What follows belongs to an exercise in optimizing a design on an open flow for small area; a production flow would make more cautious choices. Only simulation tests tie the RTL to the original design; equivalence was not proved. The clock input has no modelled driver; a real chip could not lean on it and would need a root buffer or a full tree. Power is estimated from default activity; no workload was simulated.

## mul_div_unit
module mul_div_unit (
  input  logic        clk,
  input  logic        rst,
  input  logic        start,
  input  logic [2:0]  funct3,
  input  logic [31:0] operand_a,
  input  logic [31:0] operand_b,
  input  logic [4:0]  rd_in,
  input  logic        flush,
  output logic        busy,
  output logic        done,
  output logic [31:0] result,
  output logic [4:0]  rd_out
);
Size: ~450 cells after synthesis, about 120 flip-flops, roughly 120 I/O pins, ~4900 um2 of cells after synthesis.
Settings: LEC_CHECK=0, CAP_MARGIN=20, CORE_MARGIN=2, CORE_UTILIZATION=40, SLEW_MARGIN=20; clock period 10.0 ns.
standard.sh (not shown) runs the stock make flow with config.mk's settings and CLKGATE_MAP_FILE= SYNTH_SCRIPT=/design/flow/synth_recipe.tcl, a recipe that flattens the netlist after the stock synthesis.
==> flow/flow/run.sh <==
#!/bin/bash
# Own layout flow: the standard flow (standard.sh, unchanged synthesis and
# steps) with two placement/CTS arguments changed:
#  - port buffers use the smallest buffer cell (every port still gets one)
#  - clock tree: small clock buffers, no dummy balancing loads
# Each tool's full output is kept in the ORFS logs under orfs/logs and the
# make output in flow_make.log.
set -euo pipefail
export BUFFER_PORTS_ARGS="-buffer_cell sky130_fd_sc_hd__buf_1"
export CTS_ARGS="-repair_clock_nets -dont_use_dummy_load -buf_list {sky130_fd_sc_hd__clkbuf_4}"
bash standard.sh > flow_make.log 2>&1
The first run passed the timing, design-rule and antenna checks.
Rerun with:
--- a/flow/flow/run.sh
+++ b/flow/flow/run.sh
@@ -8,0 +9 @@
+export RECOVER_POWER=100
@@ -10 +11 @@
-export CTS_ARGS="-repair_clock_nets -dont_use_dummy_load -buf_list {sky130_fd_sc_hd__clkbuf_4}"
+export CTS_ARGS="-sink_clustering_enable -repair_clock_nets -dont_use_dummy_load -buf_list {sky130_fd_sc_hd__clkbuf_4}"
The changed run finished but failed the layout checks on capacitance limit, slew limit.
Sequential power barely changes.
Setup slack degrades by 0.29 ns.
Cell count does not change.
Routed wire length is higher by 0.42%.
Final area is lower by 0.62%.
Power is lower by 0.39%.
Die area stays the same.
Critical path depth stays the same.
Sequential cell count does not change.
Fmax is lower by 4.0%.
Register-to-register slack degrades by 0.29 ns.

Starting RTL as in the previous note.
==> flow/config.mk <==
export PLATFORM = sky130hd
export DESIGN_NAME = mul_div_unit
export DESIGN_NICKNAME = mul_div_unit
export VERILOG_FILES = /design/flow/design.v
export SDC_FILE = /design/flow/constraint.sdc
export NUM_CORES = 4
export LEC_CHECK = 0
export CAP_MARGIN = 20
export CORE_MARGIN = 2
export CORE_UTILIZATION = 75
export SLEW_MARGIN = 20
==> flow/constraint.sdc <==
create_clock -name core_clock -period 10.0 [get_ports {clk}]
set_input_delay 2.0000 -clock core_clock [delete_from_list [all_inputs] [get_ports {clk}]]
set_output_delay 2.0000 -clock core_clock [all_outputs]
set_load 0.01 [all_outputs]
==> flow/flow/run.sh <==
#!/bin/bash
# Own layout flow: the standard flow (standard.sh: unchanged synthesis
# and steps) with two changes:
#  - port buffers use the smallest buffer cell (every port still gets one)
#  - the clock tree is a hand-built two-level tree (flow/cts_tree.tcl, run
#    as ORFS's PRE_CTS_TCL hook) instead of TritonCTS; ORFS's cts step still
#    legalizes it and repairs timing afterwards.
# Each tool's full output is kept in the ORFS logs under orfs/logs and the
# make output in flow_make.log.
set -euo pipefail
HERE=$(cd "$(dirname "$0")" && pwd)
export BUFFER_PORTS_ARGS="-buffer_cell sky130_fd_sc_hd__buf_1"
export PRE_CTS_TCL="$HERE/cts_tree.tcl"
export CTS_NLEAF_X=2
export CTS_NLEAF_Y=2
export CTS_LEAF_BUF=sky130_fd_sc_hd__clkbuf_16
export CTS_ROOT_BUF=none
bash standard.sh > flow_make.log 2>&1
==> flow/flow/cts_tree.tcl <==
set nleaf_x $::env(CTS_NLEAF_X)
set nleaf_y $::env(CTS_NLEAF_Y)
set leaf_master $::env(CTS_LEAF_BUF)
set root_master $::env(CTS_ROOT_BUF)

proc out_iterm {inst} {
  foreach it [$inst getITerms] {
    if {[$it isOutputSignal]} { return $it }
  }
  error "cts_tree: no output pin on [$inst getName]"
}

set db [ord::get_db]
set block [ord::get_db_block]
set clknet [$block findNet clk]
set sinks {}
foreach it [$clknet getITerms] {
  set inst [$it getInst]
  set loc [$inst getLocation]
  lappend sinks [list $it [lindex $loc 0] [lindex $loc 1]]
}
puts "cts_tree: [llength $sinks] clock sinks"

# split into nleaf_x columns by x, then each column into nleaf_y rows by y
set groups {}
set byx [lsort -integer -index 1 $sinks]
set n [llength $byx]
for {set i 0} {$i < $nleaf_x} {incr i} {
  set col [lrange $byx [expr {$i * $n / $nleaf_x}] [expr {($i + 1) * $n / $nleaf_x - 1}]]
  set col [lsort -integer -index 2 $col]
  set m [llength $col]
  for {set j 0} {$j < $nleaf_y} {incr j} {
    lappend groups [lrange $col [expr {$j * $m / $nleaf_y}] [expr {($j + 1) * $m / $nleaf_y - 1}]]
  }
}

if {$root_master eq "none"} {
  set root ""
  set rootnet $clknet
} else {
  set root [odb::dbInst_create $block [$db findMaster $root_master] "cts_root_buf"]
  set rootnet [odb::dbNet_create $block "clk_root"]
  $rootnet setSigType CLOCK
  [$root findITerm A] connect $clknet
  [out_iterm $root] connect $rootnet
}

set sx 0; set sy 0
set k 0
foreach g $groups {
  set gx 0; set gy 0
  foreach s $g { incr gx [lindex $s 1]; incr gy [lindex $s 2] }
  set gx [expr {$gx / [llength $g]}]
  set gy [expr {$gy / [llength $g]}]
  incr sx $gx; incr sy $gy
  set buf [odb::dbInst_create $block [$db findMaster $leaf_master] "cts_leaf_buf_$k"]
  $buf setLocation $gx $gy
  $buf setPlacementStatus PLACED
  set net [odb::dbNet_create $block "clk_leaf_$k"]
  $net setSigType CLOCK
  [$buf findITerm A] connect $rootnet
  [out_iterm $buf] connect $net
  foreach s $g {
    set it [lindex $s 0]
    $it disconnect
    $it connect $net
  }
  puts "cts_tree: leaf $k at ($gx, $gy) drives [llength $g] registers"
  incr k
}
if {$root ne ""} {
  $root setLocation [expr {$sx / $k}] [expr {$sy / $k}]
  $root setPlacementStatus PLACED
}

# TritonCTS is not run; the tree above is the clock tree.
rename clock_tree_synthesis cts_tree_unused_tritoncts
proc clock_tree_synthesis {args} { puts "cts_tree: TritonCTS skipped, hand-built tree in place" }
set_propagated_clock [all_clocks]
Edit:
CORE_UTILIZATION = 40   (was 75)
=> The new run passed the timing, design-rule and antenna checks. Cell count rose by 12%. Critical path depth does not change. Wire length is higher by 3.2%. Setup slack gets worse by 0.13 ns. Cell area rises by 1.7%. Die area is higher by 83%. First-iteration DRC count came out lower by 6.5%.
Edit:
--- a/flow/flow/run.sh
+++ b/flow/flow/run.sh
@@ -14,5 +14,5 @@
 export CTS_NLEAF_X=2
 export CTS_NLEAF_Y=2
-export CTS_LEAF_BUF=sky130_fd_sc_hd__clkbuf_16
+export CTS_LEAF_BUF=sky130_fd_sc_hd__clkbuf_8
 export CTS_ROOT_BUF=none
 bash standard.sh > flow_make.log 2>&1
CORE_UTILIZATION = 90   (was 40)
With this change the flow never finished: it broke off in 3_1_place_gp_skip_io.
Area after synthesis does not change.
Synthesized cell count is unchanged.
The clock cells of the first and second runs of this note come from the design's own scripts or RTL, not from TritonCTS.

Another version of the RTL of mul_div_unit (not shown whole).
Size: ~130 flip-flops, ~120 I/O pins.
// mul_div_unit
module mul_div_unit (
  input  logic        clk,
  input  logic        rst,
  input  logic        start,
  input  logic [2:0]  funct3,
  input  logic [31:0] operand_a,
  input  logic [31:0] operand_b,
  input  logic [4:0]  rd_in,
  input  logic        flush,
  output logic        busy,
  output logic        done,
  output logic [31:0] result,
  output logic [4:0]  rd_out
);
Settings: LEC_CHECK=0, CAP_MARGIN=20, CORE_MARGIN=2, CORE_UTILIZATION=40, SLEW_MARGIN=20; clock period 10.0 ns.
==> flow/flow/run.sh <==
#!/bin/bash
# Own layout flow: the standard flow (standard.sh, unchanged synthesis and
# steps) with two placement/CTS arguments changed:
#  - port buffers use the smallest buffer cell (every port still gets one)
#  - clock tree: small clock buffers, no dummy balancing loads
# Each tool's full output is kept in the ORFS logs under orfs/logs and the
# make output in flow_make.log.
set -euo pipefail
export BUFFER_PORTS_ARGS="-buffer_cell sky130_fd_sc_hd__buf_1"
export CTS_ARGS="-sink_clustering_enable -repair_clock_nets -dont_use_dummy_load -sink_clustering_size 32 -sink_clustering_max_diameter 300 -sink_clustering_levels 1 -buf_list {sky130_fd_sc_hd__clkbuf_8}"
bash standard.sh > flow_make.log 2>&1
The baseline finished clean.
Next try:
--- a/flow/flow/run.sh
+++ b/flow/flow/run.sh
@@ -10 +10 @@
-export CTS_ARGS="-sink_clustering_enable -repair_clock_nets -dont_use_dummy_load -sink_clustering_size 32 -sink_clustering_max_diameter 300 -sink_clustering_levels 1 -buf_list {sky130_fd_sc_hd__clkbuf_8}"
+export CTS_ARGS="-sink_clustering_enable -repair_clock_nets -dont_use_dummy_load -buf_list {sky130_fd_sc_hd__clkbuf_4}"
Settings changed: CAP_MARGIN 20 to 0, GPL_ROUTABILITY_DRIVEN set to 0, GPL_TIMING_DRIVEN set to 0, SLEW_MARGIN 20 to 0.
Outcome: Via count went up by 9.5%. Utilization went up by 2.0 points. Synthesized cell count does not change. Cell area went up by 4.5%. Die area stays the same. Clock power went down by about 27%. Clock skew went up by 0.024 ns. Sequential power went down by about 0.6%.
Next try:
--- a/flow/flow/run.sh
+++ b/flow/flow/run.sh
@@ -10 +10 @@
-export CTS_ARGS="-sink_clustering_enable -repair_clock_nets -dont_use_dummy_load -buf_list {sky130_fd_sc_hd__clkbuf_4}"
+export CTS_ARGS="-sink_clustering_enable -repair_clock_nets -dont_use_dummy_load -sink_clustering_size 40 -sink_clustering_max_diameter 300 -buf_list {sky130_fd_sc_hd__clkbuf_8}"
Settings changed: CAP_MARGIN 0 to 20, GPL_ROUTABILITY_DRIVEN 0 to unset, GPL_TIMING_DRIVEN 0 to unset, SLEW_MARGIN 0 to 20.
Effect: Global-route usage drops by 1.8 points. Fmax increases slightly. Wire length falls by roughly a tenth. Count of clock-buffer cells in the layout stays the same. Critical path depth went down by 1. Design area goes down by a few percent.
Next try:
--- a/flow/flow/run.sh
+++ b/flow/flow/run.sh
@@ -10 +10 @@
-export CTS_ARGS="-sink_clustering_enable -repair_clock_nets -dont_use_dummy_load -sink_clustering_size 40 -sink_clustering_max_diameter 300 -buf_list {sky130_fd_sc_hd__clkbuf_8}"
+export CTS_ARGS="-sink_clustering_enable -repair_clock_nets -dont_use_dummy_load -buf_list {sky130_fd_sc_hd__clkbuf_4}"
Settings changed: CAP_MARGIN 20 to 0, SLEW_MARGIN 20 to 0.
Power is lower by about 8%.
Setup slack is worse by 0.028 ns.
Wire length is lower by about 0.9%.
Critical path depth is unchanged.
Non-clock buffer count is unchanged.
Final area is lower by 1.9%.
Clock skew is higher by 0.011 ns.
Count of clock-buffer cells in the layout does not change.
Sequential cell count stays the same.
Global-route usage is lower by 0.16 points.
Die area does not change.

The RTL this note starts from:
==> flow/design.v <==
package mdu_pkg;
  typedef enum logic [2:0] {
    OP_MUL    = 3'b000,
    OP_MULH   = 3'b001,
    OP_MULHSU = 3'b010,
    OP_MULHU  = 3'b011,
    OP_DIV    = 3'b100,
    OP_DIVU   = 3'b101,
    OP_REM    = 3'b110,
    OP_REMU   = 3'b111
  } funct3_e;
  localparam logic [5:0] K_START = 6'd62;
endpackage
module mul_div_unit (
  input  logic        clk,
  input  logic        rst,
  input  logic        start,
  input  logic [2:0]  funct3,
  input  logic [31:0] operand_a,
  input  logic [31:0] operand_b,
  input  logic [4:0]  rd_in,
  input  logic        flush,
  output logic        busy,
  output logic        done,
  output logic [31:0] result,
  output logic [4:0]  rd_out
);
  logic [65:0] w_q;
  logic [32:0] b_q;
  logic        m_q;       
  logic        t_q;       
  logic [4:0]  rd_q;
  logic [2:0]  c_q;       
  logic [5:0]  k_q;       
  logic        dly_q;     
  logic        cy_q;      
  logic        sgn_q;     
  logic        negf_q;    
  logic        bneg_q;    
  logic        pb_q;      
  logic        yp_q;      
  logic        idl_q, act_q;
  logic c0, c2, c3, c5, lo;
  assign c0 = ~c_q[2] & ~c_q[0];
  assign c2 =  c_q[1] & ~c_q[0];
  assign c3 =  c_q[2] &  c_q[0];
  assign c5 = ~c_q[1] &  c_q[0];
  assign lo = ~c_q[0];                         
  assign sgn_q = ~c_q[0] ? ~w_q[44] : (c_q[2] ? ~w_q[33] : (c_q[1] ? w_q[22] : ~w_q[11]));
  logic p_pre, p_z, p_h1, p_main, p_post, p_f, p_g, p_hz, last_k;
  assign p_pre  =  k_q[5] &  k_q[4];
  assign p_z    =  p_pre & ~k_q[0];
  assign p_h1   =  p_pre &  k_q[0];
  assign p_main = ~k_q[5];
  assign p_post =  k_q[5] & ~k_q[4];
  assign p_f    =  p_post & ~k_q[1] & ~k_q[0];
  assign p_g    =  p_post & ~k_q[1] &  k_q[0];
  assign p_hz   =  p_post &  k_q[1];
  assign last_k =  p_main & (k_q[4:0] == 5'd31);
  logic is_mul, is_div, is_rem, mul_hi;
  assign is_mul = m_q;
  assign is_div = ~m_q & ~t_q;
  assign is_rem = ~m_q &  t_q;
  assign mul_hi =  m_q &  t_q;
  logic half, last_c;
  assign half   = (p_h1 & is_mul) | p_hz;
  assign last_c = half ? c2 : c5;
  logic accept;
  assign accept = start & ~flush & idl_q;
  logic        neg_comb, neg_g, g_eff;
  logic        xz, xinv, yen, ysub, cin, prop3, cin0, cin3;
  logic [10:0] xd, yd, sd;
  logic        cout;
  assign neg_comb = is_div ? ((negf_q ^ bneg_q) & w_q[31])
                  : is_rem ? negf_q : (negf_q ^ bneg_q);
  assign neg_g    = c0 ? neg_comb : negf_q;
  assign g_eff    = c0 ? w_q[65] : (c_q[1] ? w_q[43] : w_q[54]);
  always_comb begin
    xz   = 1'b0;
    xinv = 1'b0;
    yen  = 1'b0;
    ysub = bneg_q;
    cin0 = 1'b0;
    cin3 = 1'b0;
    if (p_z) begin
      xz   = ~lo;
      xinv = lo & (negf_q ^ (c_q[2] & ~c_q[1]));
      cin0 = negf_q;
    end else if (p_main) begin
      if (is_mul) begin
        yen  = lo & g_eff;
        ysub = bneg_q;
        cin0 = g_eff & bneg_q;
      end else begin
        yen  = ~lo;
        ysub = ~(sgn_q ^ bneg_q);
        cin3 = ~(sgn_q ^ bneg_q);
      end
    end else if (p_f) begin
      yen  = ~lo & sgn_q & ~is_mul;
      ysub = bneg_q;
      cin3 = sgn_q & bneg_q & ~is_mul;
    end else if (p_g) begin
      xinv = neg_g & (is_div ? lo : (is_rem ? ~lo : 1'b1));    
      cin0 = neg_g & ~is_rem;
      cin3 = neg_g & is_rem;
    end
  end
  assign prop3 = (p_main & is_mul) | (p_g & is_mul);
  assign cin   = c0 ? cin0 : ((c3 & ~prop3) ? cin3 : cy_q);
  assign xd    = xz ? 11'd0 : (w_q[10:0] ^ {11{~xinv}});
  assign yd    = yen ? (b_q[10:0] ^ {11{yp_q}}) : 11'd0;
  logic [11:0] cc;
  assign cc[0] = cin;
  for (genvar i = 0; i < 11; i++) begin : g_fa
    assign sd[i]   = xd[i] ^ yd[i] ^ cc[i];
    assign cc[i+1] = (xd[i] & yd[i]) | (xd[i] & cc[i]) | (yd[i] & cc[i]);
  end
  assign cout = cc[11];
  logic        lmode, bot;
  logic [10:0] wd;
  assign lmode = (p_z & ~is_mul)
               | (p_main & ~(~is_mul & last_k & ~lo))
               | (p_f & lo & ~is_mul)
               | (p_g & ~(m_q & ~t_q));
  assign bot   = c0 ? (p_main & is_mul ? 1'b0 : ((p_main | p_f) ? ~dly_q : dly_q)) : dly_q;
  assign wd    = lmode ? {sd[9:0], bot} : sd;
  logic finish;
  assign finish = last_c & ((p_g & t_q) | p_hz);    
  always_ff @(posedge clk or posedge rst) begin
    if (rst) begin
      idl_q <= 1'b1;
      act_q <= 1'b0;
      done  <= 1'b0;
    end else if (flush) begin
      idl_q <= 1'b1;
      act_q <= 1'b0;
      done  <= 1'b0;
    end else begin
      idl_q <= idl_q ? ~accept : finish;
      act_q <= idl_q ?  accept : ~finish;
      done  <= finish & act_q;
    end
  end
  assign busy = act_q;
  logic bext_in, aneg_in;
  assign bext_in = operand_b[31] & (funct3[2] ? ~funct3[0] : (funct3[1:0] == 2'b01));
  assign aneg_in = operand_a[31] & (funct3[2] ? ~funct3[0] : (funct3[1] ^ funct3[0]));
  always_ff @(posedge clk) begin
    cy_q  <= cout;
    dly_q <= sd[10];
    w_q[32:22] <= ~(({11{act_q}} | operand_a[31:21]) & ({11{idl_q}} | w_q[43:33]));
    w_q[21:11] <= ~(({11{act_q}} | operand_a[20:10]) & ({11{idl_q}} | w_q[32:22]));
    w_q[10:0]  <= ~(({11{act_q}} | {operand_a[9:0], 1'b0}) & ({11{idl_q}} | w_q[21:11]));
    b_q        <= ~(({33{act_q}} | {bext_in, operand_b}) & ({33{idl_q}} | {b_q[10:0], b_q[32:11]}));
    pb_q       <= ~pb_q | idl_q;
    yp_q       <= ysub ^ (~pb_q | idl_q);
    if (idl_q) begin
      m_q    <= ~funct3[2];
      t_q    <= funct3[2] ? funct3[1] : (funct3[1] | funct3[0]);
      rd_q   <= rd_in;
      negf_q <= aneg_in;
      bneg_q <= bext_in;
      c_q    <= 3'd0;
      k_q    <= mdu_pkg::K_START;
    end else begin
      c_q <= (half & c2) ? 3'd0 : {~c_q[0], c_q[2], c_q[1]};
      if (last_c) k_q <= k_q + 6'd1;
      if (p_g & c0) negf_q <= neg_comb;
    end
    w_q[65:33] <= {wd, w_q[65:44]};
  end
  assign result = w_q[65:34];
  assign rd_out = rd_q;
endmodule
==> flow/config.mk <==
export PLATFORM = sky130hd
export DESIGN_NAME = mul_div_unit
export DESIGN_NICKNAME = mul_div_unit
export VERILOG_FILES = /design/flow/design.v
export SDC_FILE = /design/flow/constraint.sdc
export NUM_CORES = 4
export LEC_CHECK = 0
export CAP_MARGIN = 20
export CORE_MARGIN = 2
export CORE_UTILIZATION = 60
export SLEW_MARGIN = 20
==> flow/constraint.sdc <==
create_clock -name core_clock -period 10.0 [get_ports {clk}]
set_input_delay 2.0000 -clock core_clock [delete_from_list [all_inputs] [get_ports {clk}]]
set_output_delay 2.0000 -clock core_clock [all_outputs]
set_load 0.01 [all_outputs]
==> flow/flow/run.sh <==
#!/bin/bash
# Own layout flow: the standard flow (standard.sh: unchanged synthesis
# and steps) with two changes:
#  - port buffers use the smallest buffer cell (every port still gets one)
#  - the clock tree is a hand-built two-level tree (flow/cts_tree.tcl, run
#    as ORFS's PRE_CTS_TCL hook) instead of TritonCTS; ORFS's cts step still
#    legalizes it and repairs timing afterwards.
# Each tool's full output is kept in the ORFS logs under orfs/logs and the
# make output in flow_make.log.
set -euo pipefail
HERE=$(cd "$(dirname "$0")" && pwd)
export BUFFER_PORTS_ARGS="-buffer_cell sky130_fd_sc_hd__buf_1"
export PRE_CTS_TCL="$HERE/cts_tree.tcl"
export CTS_NLEAF_X=2
export CTS_NLEAF_Y=2
export CTS_LEAF_BUF=sky130_fd_sc_hd__clkbuf_16
export CTS_ROOT_BUF=none
bash standard.sh > flow_make.log 2>&1
Scripts as last shown in full above: flow/flow/cts_tree.tcl
Then changed:
--- a/flow/flow/run.sh
+++ b/flow/flow/run.sh
@@ -4,5 +4,6 @@
 #  - port buffers use the smallest buffer cell (every port still gets one)
-#  - the clock tree is a hand-built two-level tree (flow/cts_tree.tcl, run
-#    as ORFS's PRE_CTS_TCL hook) instead of TritonCTS; ORFS's cts step still
-#    legalizes it and repairs timing afterwards.
+#  - the clock tree is hand-built (flow/cts_tree.tcl, run as ORFS's
+#    PRE_CTS_TCL hook) instead of TritonCTS: the clock port feeds 4 leaf
+#    clock buffers, each driving a quarter of the registers; ORFS's cts step
+#    still legalizes it and repairs timing afterwards.
 # Each tool's full output is kept in the ORFS logs under orfs/logs and the
Settings changed: CORE_UTILIZATION 60 to 40.
First-iteration DRC count rose by 27%.
Combinational power is about the same.
Global-route usage fell by 4.5 points.
Worst hold slack degrades by 6.3 ps.
Routed wire length rose by 10%.
Power barely changes.
Setup slack degrades by 160 ps.
Synthesized area is unchanged.
No run of this note takes its clock network from TritonCTS; it comes from the design's own scripts or RTL.

## what the ideal ports hide
The results above use ideal ports. As a check the final layouts listed here were re-extracted and re-timed, cells and wires unchanged.
Step 1 (the two cells are an assumption about what drives the block):
set clk [get_ports {clk}]
set_driving_cell -lib_cell sky130_fd_sc_hd__clkbuf_16 $clk
set_driving_cell -lib_cell sky130_fd_sc_hd__buf_2 [delete_from_list [all_inputs] $clk]
Step 2 moves the port delays by t, midway between the first and last clock arrival at a register: inputs arrive t later, outputs are due t later. That takes back most of the time a late clock gives input paths.
a / b / c = ideal ports / drivers / drivers and shift; a / b = the first two.
| run | shift t [ns] | slack for setup (ns) | worst data-port slew with drivers (ns) | cell pins on the clock port's net |
|---|---|---|---|---|
| the first run of note 1 | 0.521 | 3.058 / 3.058 / 3.058 | 0.05 | 1 |
| the second run of note 1 | 0.517 | 2.767 / 2.767 / 2.767 | 0.05 | 1 |
| the first run of note 2 | 0.243 | 3.177 / 3.177 / 3.177 | 0.04 | 4 |
| the second run of note 2 | 0.253 | 3.049 / 3.049 / 3.049 | 0.05 | 4 |
| the first run of note 3 | 0.458 | 3.252 / 3.252 / 3.252 | 0.04 | 1 |
| the second run of note 3 | 0.540 | 3.227 / 3.227 / 3.227 | 0.04 | 1 |
| the third run of note 3 | 0.458 | 3.252 / 3.252 / 3.252 | 0.04 | 1 |
| the fourth run of note 3 | 0.530 | 3.224 / 3.224 / 3.224 | 0.04 | 1 |
| the first run of note 4 | 0.244 | 3.210 / 3.210 / 3.210 | 0.04 | 4 |
| the second run of note 4 | 0.253 | 3.049 / 3.049 / 3.049 | 0.05 | 4 |
